This is an optimization exercise on Yosys and OpenROAD, whose aim is small area and a short achievable clock period, not a production implementation.
Where RTL was checked, it was by simulation tests only, not by an equivalence proof against the original.
Power is estimated from default activity; no workload was simulated.

// bmd_ep_mem
module bmd_ep_mem
(
   input  wire              clk,
   input  wire              rst_i,
   input  wire [6:0]        a_i,
   input  wire              wr_en_i,
   input  wire [31:0]       wr_d_i,
   output logic [31:0]      rd_d_o,
   output logic             init_rst_o,
   output logic [80:0]      mwr_desc_o,
   output logic [80:0]      mrd_desc_o,
   output logic [31:0]      mwr_data_o,
   output logic             mwr_zerolen_en_o,
   output logic [3:0]       trn_wait_count_o,
   output logic [31:0]      cpld_data_o,
   output logic             rd_metering_o,
   output logic [7:0]       mwr_wrr_cnt_o,
   output logic [7:0]       mrd_wrr_cnt_o,
   output logic             mrd_done_o,
   input  wire              mwr_done_i,
   input  wire [81:0]       cpl_status_i,
   input  wire [8:0]        link_cfg_i,
   input  wire              tags_all_back_i
);
   localparam int CPL_SIZE_W = 21;
  ...
==> module bmd_csr_dec, before the edit <==
module bmd_csr_dec (
   input  wire [6:0]   a_i,
   input  wire         wr_en_i,
   input  wire         rst_i,
   output logic [17:0] sel_o,
   output logic [17:0] we_o,
   output logic [17:0] hold_o
);
   always_comb begin
      for (int k = 0; k < 18; k++) begin
         sel_o[k]  = (a_i == 7'(k));
         we_o[k]   = wr_en_i && sel_o[k] && !rst_i;
         hold_o[k] = !(wr_en_i && sel_o[k]) && !rst_i;
      end
   end
endmodule
export LEC_CHECK = 0
export CAP_MARGIN = 20
export CORE_MARGIN = 2
export CORE_UTILIZATION = 40
export SETUP_SLACK_MARGIN = 3.3
export SLEW_MARGIN = 20
export SYNTH_HIERARCHICAL = 1
create_clock -name core_clock -period 5.8 [get_ports {clk}]
standard.sh (not shown) runs the stock make flow with config.mk's settings and CLKGATE_MAP_FILE= SYNTH_SCRIPT=/design/flow/synth_recipe.tcl, a recipe that flattens the netlist after the stock synthesis.
==> flow/flow/run.sh <==
#!/bin/bash
# Standard layout, with the smallest plain buffer on every port instead of the
# default delay buffer (the resizer still upsizes any that timing needs), and a
# clock tree of smaller buffers without dummy balancing loads.
set -uo pipefail
export BUFFER_PORTS_ARGS="-buffer_cell sky130_fd_sc_hd__buf_1"
export CTS_ARGS="-sink_clustering_enable -repair_clock_nets -dont_use_dummy_load -buf_list {sky130_fd_sc_hd__clkbuf_4 sky130_fd_sc_hd__clkbuf_8}"
bash standard.sh > standard.log 2>&1
Next try:
--- a/flow/design.v
+++ b/flow/design.v
@@ -177,6 +177,20 @@
 endmodule
 `default_nettype wire
 `default_nettype none
+module bmd_csr_dec1 #(
+   parameter int K = 0
+) (
+   input  wire [6:0] a_i,
+   input  wire       wr_en_i,
+   input  wire       rst_i,
+   output logic      sel_o,
+   output logic      we_o,
+   output logic      hold_o
+);
+   assign sel_o  = (a_i == 7'(K));
+   assign we_o   = wr_en_i && sel_o && !rst_i;
+   assign hold_o = !(wr_en_i && sel_o) && !rst_i;
+endmodule
 module bmd_csr_dec (
    input  wire [6:0]   a_i,
    input  wire         wr_en_i,
@@ -185,12 +199,15 @@
    output logic [17:0] we_o,
    output logic [17:0] hold_o
 );
-   always_comb begin
-      for (int k = 0; k < 18; k++) begin
-         sel_o[k]  = (a_i == 7'(k));
-         we_o[k]   = wr_en_i && sel_o[k] && !rst_i;
-         hold_o[k] = !(wr_en_i && sel_o[k]) && !rst_i;
-      end
+   for (genvar k = 0; k < 18; k++) begin : g_idx
+      bmd_csr_dec1 #(.K(k)) u_dec1 (
+         .a_i     (a_i),
+         .wr_en_i (wr_en_i),
+         .rst_i   (rst_i),
+         .sel_o   (sel_o[k]),
+         .we_o    (we_o[k]),
+         .hold_o  (hold_o[k])
+      );
    end
 endmodule
 `default_nettype wire
The changed run completed with no timing, DRC or antenna violations.
Synthesized area climbs by 1.1%.
Wire length drops by 0.62%.
Fmax drops by 1.4%.
Total power is about the same.
Clock power barely changes.
Utilization drops by 0.93 points.
First-iteration DRC count drops by 6.1%.
Via count drops by 0.78%.
Sequential power is about the same.
Only the layout flow was run in the second run of this note; the RTL was not checked for function there.

========
Setup of alpha:
bmd_ep_mem, a different RTL version from the one above (not shown whole).
Size in the first run: roughly 420 I/O pins.
==> module bmd_csr_dec, before the edit <==
module bmd_csr_dec (
   input  wire [6:0]   a_i,
   input  wire         wr_en_i,
   input  wire         rst_i,
   output logic [17:0] sel_o,
   output logic [17:0] we_o,
   output logic [17:0] hold_o
);
   logic [4:0] na;
   logic [7:0] lo_n;
   logic [2:0] hz_n;
   logic [2:0] hzw_n;
   logic [2:0] hzr_n;
   logic       z;
   logic       wv;
   logic       rst_n;
   for (genvar i = 0; i < 5; i++) begin : g_inv
      bmd_g_inv u_inv (.a(a_i[i]), .y(na[i]));
   end
   bmd_g_inv   u_rst_n (.a(rst_i), .y(rst_n));
   bmd_g_nor2  u_z     (.a(a_i[6]), .b(a_i[5]), .y(z));
   bmd_g_nor2b u_wv    (.a(rst_i), .bn(wr_en_i), .y(wv));
   for (genvar j = 0; j < 8; j++) begin : g_lo
      bmd_g_nand3 u_lo (.a(j[0] ? a_i[0] : na[0]), .b(j[1] ? a_i[1] : na[1]),
                        .c(j[2] ? a_i[2] : na[2]), .y(lo_n[j]));
   end
   for (genvar m = 0; m < 3; m++) begin : g_hz
      bmd_g_nand3 u_hz  (.a(z), .b(m[1] ? a_i[4] : na[4]), .c(m[0] ? a_i[3] : na[3]),
                         .y(hz_n[m]));
      bmd_g_nand4 u_hzw (.a(z), .b(m[1] ? a_i[4] : na[4]), .c(m[0] ? a_i[3] : na[3]),
                         .d(wv), .y(hzw_n[m]));
      bmd_g_nand4 u_hzr (.a(z), .b(m[1] ? a_i[4] : na[4]), .c(m[0] ? a_i[3] : na[3]),
                         .d(wr_en_i), .y(hzr_n[m]));
   end
   for (genvar k = 0; k < 18; k++) begin : g_out
      bmd_g_nor2 u_sel  (.a(lo_n[k % 8]), .b(hz_n[k / 8]), .y(sel_o[k]));
      bmd_g_nor2 u_we   (.a(lo_n[k % 8]), .b(hzw_n[k / 8]), .y(we_o[k]));
      bmd_g_o21a u_hold (.a1(lo_n[k % 8]), .a2(hzr_n[k / 8]), .b1(rst_n), .y(hold_o[k]));
   end
endmodule
==> module bmd_g_inv, before the edit <==
module bmd_g_inv (input wire a, output logic y);
   assign y = ~a;
endmodule
==> module bmd_g_nor2, before the edit <==
module bmd_g_nor2 (input wire a, input wire b, output logic y);
   assign y = ~(a | b);
endmodule
==> module bmd_g_nor2b, before the edit <==
module bmd_g_nor2b (input wire a, input wire bn, output logic y);
   assign y = ~a & bn;
endmodule
==> module bmd_g_nand3, before the edit <==
module bmd_g_nand3 (input wire a, input wire b, input wire c, output logic y);
   assign y = ~(a & b & c);
endmodule
==> module bmd_g_nand4, before the edit <==
module bmd_g_nand4 (input wire a, input wire b, input wire c, input wire d, output logic y);
   assign y = ~(a & b & c & d);
endmodule
==> module bmd_g_o21a, before the edit <==
module bmd_g_o21a (input wire a1, input wire a2, input wire b1, output logic y);
   assign y = (a1 | a2) & b1;
endmodule
==> flow/config.mk <==
export PLATFORM = sky130hd
export DESIGN_NAME = bmd_ep_mem
export DESIGN_NICKNAME = bmd_ep_mem
export VERILOG_FILES = /design/flow/design.v
export SDC_FILE = /design/flow/constraint.sdc
export NUM_CORES = 4
export LEC_CHECK = 0
export CAP_MARGIN = 20
export CORE_MARGIN = 2
export CORE_UTILIZATION = 55
export SETUP_SLACK_MARGIN = 3.3
export SLEW_MARGIN = 20
export SYNTH_HIERARCHICAL = 1
==> flow/constraint.sdc <==
create_clock -name core_clock -period 5.8 [get_ports {clk}]
set_input_delay 1.1600 -clock core_clock [delete_from_list [all_inputs] [get_ports {clk}]]
set_output_delay 1.1600 -clock core_clock [all_outputs]
set_load 0.01 [all_outputs]
==> flow/flow/run.sh <==
#!/bin/bash
# Standard layout, with the smallest plain buffer on every port instead of the
# default delay buffer (the resizer still upsizes any that timing needs), and a
# clock tree of smaller buffers without dummy balancing loads.
set -uo pipefail
export BUFFER_PORTS_ARGS="-buffer_cell sky130_fd_sc_hd__buf_1"
export CTS_ARGS="-sink_clustering_enable -repair_clock_nets -dont_use_dummy_load -sink_clustering_size 16 -sink_clustering_max_diameter 50 -buf_list {sky130_fd_sc_hd__clkbuf_4 sky130_fd_sc_hd__clkbuf_8}"
bash standard.sh > standard.log 2>&1
diff inputs: alpha => beta
--- a/flow/design.v
+++ b/flow/design.v
@@ -204,61 +204,19 @@
    input  wire         wr_en_i,
    input  wire         rst_i,
    output logic [17:0] sel_o,
    output logic [17:0] we_o,
    output logic [17:0] hold_o
 );
-   logic [4:0] na;
-   logic [7:0] lo_n;
-   logic [2:0] hz_n;
-   logic [2:0] hzw_n;
-   logic [2:0] hzr_n;
-   logic       z;
-   logic       wv;
-   logic       rst_n;
-   for (genvar i = 0; i < 5; i++) begin : g_inv
-      bmd_g_inv u_inv (.a(a_i[i]), .y(na[i]));
+   always_comb begin
+      for (int k = 0; k < 18; k++) begin
+         sel_o[k]  = (a_i == 7'(k));
+         we_o[k]   = wr_en_i && sel_o[k] && !rst_i;
+         hold_o[k] = !(wr_en_i && sel_o[k]) && !rst_i;
+      end
    end
-   bmd_g_inv   u_rst_n (.a(rst_i), .y(rst_n));
-   bmd_g_nor2  u_z     (.a(a_i[6]), .b(a_i[5]), .y(z));
-   bmd_g_nor2b u_wv    (.a(rst_i), .bn(wr_en_i), .y(wv));
-   for (genvar j = 0; j < 8; j++) begin : g_lo
-      bmd_g_nand3 u_lo (.a(j[0] ? a_i[0] : na[0]), .b(j[1] ? a_i[1] : na[1]),
-                        .c(j[2] ? a_i[2] : na[2]), .y(lo_n[j]));
-   end
-   for (genvar m = 0; m < 3; m++) begin : g_hz
-      bmd_g_nand3 u_hz  (.a(z), .b(m[1] ? a_i[4] : na[4]), .c(m[0] ? a_i[3] : na[3]),
-                         .y(hz_n[m]));
-      bmd_g_nand4 u_hzw (.a(z), .b(m[1] ? a_i[4] : na[4]), .c(m[0] ? a_i[3] : na[3]),
-                         .d(wv), .y(hzw_n[m]));
-      bmd_g_nand4 u_hzr (.a(z), .b(m[1] ? a_i[4] : na[4]), .c(m[0] ? a_i[3] : na[3]),
-                         .d(wr_en_i), .y(hzr_n[m]));
-   end
-   for (genvar k = 0; k < 18; k++) begin : g_out
-      bmd_g_nor2 u_sel  (.a(lo_n[k % 8]), .b(hz_n[k / 8]), .y(sel_o[k]));
-      bmd_g_nor2 u_we   (.a(lo_n[k % 8]), .b(hzw_n[k / 8]), .y(we_o[k]));
-      bmd_g_o21a u_hold (.a1(lo_n[k % 8]), .a2(hzr_n[k / 8]), .b1(rst_n), .y(hold_o[k]));
-   end
-endmodule
-module bmd_g_inv (input wire a, output logic y);
-   assign y = ~a;
-endmodule
-module bmd_g_nor2 (input wire a, input wire b, output logic y);
-   assign y = ~(a | b);
-endmodule
-module bmd_g_nor2b (input wire a, input wire bn, output logic y);
-   assign y = ~a & bn;
-endmodule
-module bmd_g_nand3 (input wire a, input wire b, input wire c, output logic y);
-   assign y = ~(a & b & c);
-endmodule
-module bmd_g_nand4 (input wire a, input wire b, input wire c, input wire d, output logic y);
-   assign y = ~(a & b & c & d);
-endmodule
-module bmd_g_o21a (input wire a1, input wire a2, input wire b1, output logic y);
-   assign y = (a1 | a2) & b1;
 endmodule
 `default_nettype wire
 `timescale 1ns/10ps
 `default_nettype none
 module dma_perf_monitor #(
    parameter int PERF_W = 32
==> comparison <==
- Compared with alpha, beta shows a net switching share of the total power that is 0.18 points higher.
- From alpha to beta, boundary pin count did not move at all.
- beta completed every stage of the flow, and the final layout passed the timing, DRC and antenna checks.
- Comparing alpha and beta, width of the die is higher on beta.
- beta vs alpha: leakage component of the power up
- Compared with alpha, the detailed router inserted more vias in beta.
- alpha and beta ended up with nearly the same later-pin clock latency in the skew report.
- beta has less setup slack than alpha.
- Compared with alpha, in beta wire length of the first global-routing pass went down 2.1%; global-route usage over all layers went down by 1.7 points.
No run of this note included a check of the RTL's function; only the layout flow was run.

-- what the ideal ports hide --
In the flow no input, the clock included, has a driving cell. The finished layouts below were timed again as built, in two steps. Step 1 assumes that a clkbuf_16 drives the clock port and a buf_2 every other input. Step 2 times the ports against the registers' clock, not the clock port: input delays grow and output delays shrink by t, the midpoint of the rising clock arrivals with the driver on. Slacks: ideal ports / drivers / drivers and shift; pairs: ideal ports / drivers.
run	t (ns)	setup slack, ns	cell pins on the clock port's net
the first run of note 1	0.704	3.292 / 3.236 / 2.606	1
the second run of note 1	0.696	3.258 / 3.274 / 2.594	1
alpha	0.682	3.279 / 3.245 / 2.627	1
beta	0.685	3.273 / 3.256 / 2.618	1
After both steps setup and hold are still met in every run listed. For the first run of note 1, which loses most, drivers alone change the setup slack by -0.056 ns; drivers and shift together by -0.686 ns.
